From an optimization exercise on the open Yosys and OpenROAD flow, aimed at small area, a short achievable clock period and few clock cycles per item; shortcuts taken in it are not production practice. RTL that was checked went through simulation tests only; none was proved equivalent to the original. Power is estimated from default activity; no workload was simulated.

==> module alu_divider, before the edit <==
module alu_divider
(
    input  logic        clock,
    input  logic        reset_n,
    input  logic        div_req,
    input  logic        div_signed,
    input  logic [31:0] dividend,
    input  logic [15:0] divisor,
    output logic        div_ready,
    output logic        zero_div,     
    output logic        collect,      
    output logic        overflow,     
    output logic [31:0] div_word,     
    output logic        quo_n,        
    output logic        quo_z         
);
    logic        pending;
    logic        busy;
    logic [2:0]  cnt;
    logic [15:0] rem_q;
    logic [15:0] quo_q;
    logic [15:0] dvs_q;     
    logic        dcin_q;    
    logic        signed_q;
    logic        quo_neg_q;
    logic        rem_neg_q;
    logic        ovf_q;
    logic        start;
    logic        a_neg;
    logic        d_neg;
    logic [31:0] a_abs;
    logic [15:0] dvs_in;
    logic        dcin_in;
    logic [17:0] ovf_sum;
    assign div_ready = !busy;
    assign zero_div  = div_req && !pending && (divisor == 16'd0);
    assign start     = div_req && !pending && (divisor != 16'd0);
    assign collect   = div_req && pending;
    assign a_neg   = div_signed && dividend[31];
    assign d_neg   = div_signed && divisor[15];
    assign a_abs   = a_neg ? -dividend : dividend;
    assign dvs_in  = d_neg ? divisor : ~divisor;
    assign dcin_in = !d_neg;
    assign ovf_sum = {2'b00, a_abs[31:16]} + {2'b01, dvs_in} + {17'd0, dcin_in};
    logic [16:0] t1, t2;
    logic [17:0] s1, s2;
    logic [15:0] r1, r2;
    logic        q1, q2;
    assign t1 = {rem_q, quo_q[15]};
    assign s1 = {1'b0, t1} + {2'b01, dvs_q} + {17'd0, dcin_q};
    assign q1 = s1[17];
    assign r1 = q1 ? s1[15:0] : t1[15:0];
    assign t2 = {r1, quo_q[14]};
    assign s2 = {1'b0, t2} + {2'b01, dvs_q} + {17'd0, dcin_q};
    assign q2 = s2[17];
    assign r2 = q2 ? s2[15:0] : t2[15:0];
    always_ff @(posedge clock or negedge reset_n) begin
        if (!reset_n) begin
            pending <= 1'b0;
            busy    <= 1'b0;
        end else begin
            if (start) begin
                pending <= 1'b1;
                busy    <= 1'b1;
            end else begin
                if (collect) pending <= 1'b0;
                if (cnt == 3'd7) busy <= 1'b0;
            end
        end
    end
    always_ff @(posedge clock) begin
        if (start) begin
            cnt       <= 3'd0;
            rem_q     <= a_abs[31:16];
            quo_q     <= a_abs[15:0];
            dvs_q     <= dvs_in;
            dcin_q    <= dcin_in;
            signed_q  <= div_signed;
            quo_neg_q <= a_neg ^ d_neg;
            rem_neg_q <= a_neg;
            ovf_q     <= ovf_sum[17];
        end else if (busy) begin
            cnt   <= cnt + 3'd1;
            rem_q <= r2;
            quo_q <= {quo_q[13:0], q1, q2};
        end
    end
    logic quo_nz;
    assign quo_nz   = quo_q != 16'd0;
    assign overflow = ovf_q | (signed_q & (quo_neg_q ? (quo_q[15] & (quo_q[14:0] != 15'd0))
                                                     : quo_q[15]));
    assign quo_n    = quo_neg_q ? quo_nz : quo_q[15];
    assign quo_z    = !quo_nz;
    assign div_word = {rem_neg_q ? -rem_q : rem_q, quo_neg_q ? -quo_q : quo_q};
endmodule
clock: 6.0 ns
lec_check: 0
abc_area: 1
cap_margin: 20
core_margin: 2
core_utilization: 60
setup_slack_margin: 1.5
slew_margin: 20
standard.sh (not shown) runs the stock make flow with config.mk's settings and CLKGATE_MAP_FILE= SYNTH_SCRIPT=/design/flow/synth_recipe.tcl, a recipe that flattens the netlist after the stock synthesis.
==> flow/flow/run.sh <==
#!/bin/bash
# Standard layout, with the port buffers made from sky130_fd_sc_hd__buf_1
# cells instead of the delay cells buffer_ports picks by default
set -e
export BUFFER_PORTS_ARGS="-buffer_cell sky130_fd_sc_hd__buf_1"
bash standard.sh > standard.log 2>&1
Testbench counts at the start, summed over its fixed seeds: cycles 22,090, ops 19,200.
Change:
--- a/flow/design.v
+++ b/flow/design.v
@@ -114,6 +114,8 @@
     logic [15:0] dvs_in;
     logic        dcin_in;
     logic [17:0] ovf_sum;
+    logic [17:0] skip_sum;
+    logic        skip;
     assign div_ready = !busy;
     assign zero_div  = div_req && !pending && (divisor == 16'd0);
     assign start     = div_req && !pending && (divisor != 16'd0);
@@ -124,6 +126,8 @@
     assign dvs_in  = d_neg ? divisor : ~divisor;
     assign dcin_in = !d_neg;
     assign ovf_sum = {2'b00, a_abs[31:16]} + {2'b01, dvs_in} + {17'd0, dcin_in};
+    assign skip_sum = {2'b00, a_abs[23:8]} + {2'b01, dvs_in} + {17'd0, dcin_in};
+    assign skip     = (a_abs[31:24] == 8'd0) && !skip_sum[17];
     logic [16:0] t1, t2;
     logic [17:0] s1, s2;
     logic [15:0] r1, r2;
@@ -143,7 +147,7 @@
         end else begin
             if (start) begin
                 pending <= 1'b1;
-                busy    <= 1'b1;
+                busy    <= !ovf_sum[17];
             end else begin
                 if (collect) pending <= 1'b0;
                 if (cnt == 3'd7) busy <= 1'b0;
@@ -152,9 +156,9 @@
     end
     always_ff @(posedge clock) begin
         if (start) begin
-            cnt       <= 3'd0;
-            rem_q     <= a_abs[31:16];
-            quo_q     <= a_abs[15:0];
+            cnt       <= skip ? 3'd4 : 3'd0;
+            rem_q     <= skip ? a_abs[23:8] : a_abs[31:16];
+            quo_q     <= skip ? {a_abs[7:0], 8'd0} : a_abs[15:0];
             dvs_q     <= dvs_in;
             dcin_q    <= dcin_in;
             signed_q  <= div_signed;
What happened: The new run finished clean; cell area rises by roughly a tenth; non-clock buffer count rises by 58; cell count rises by a little under a tenth; sequential share of layout area falls by 1.5 points; utilization rises by 4.5 points; critical path depth rises by 4; via count rises by roughly a tenth; count of clock-buffer cells in the layout does not change; routed wire length rises by about a fifth; total power falls by a quarter to a third; global-route usage rises by 5.8 points.
No functional check of the RTL was part of the second run of this note.

## port drivers added, routing unchanged
Ports are ideal in the flow. The routed layouts listed here were re-timed in OpenROAD. Step 1 assumes that a clkbuf_16 drives the clock port and a buf_2 every other input. Step 2 also shifts input and output timing later by t, the mid clock arrival at the registers, as if the neighbouring blocks saw the same clock. Slacks: no drivers / after step 1 / after step 2; pairs: no drivers / after step 1.
run	t (ns)	setup WS [ns]	worst setup path at the end	pins driven straight from the clock port
the first run	0.397	1.544 / 1.566 / 1.169	input to register	1
the second run	0.396	1.531 / 1.555 / 1.159	input to register	1
After both steps every run listed still meets setup and hold. For the first run, which loses most, drivers alone change the setup slack by +0.022 ns; drivers and shift together by -0.375 ns.
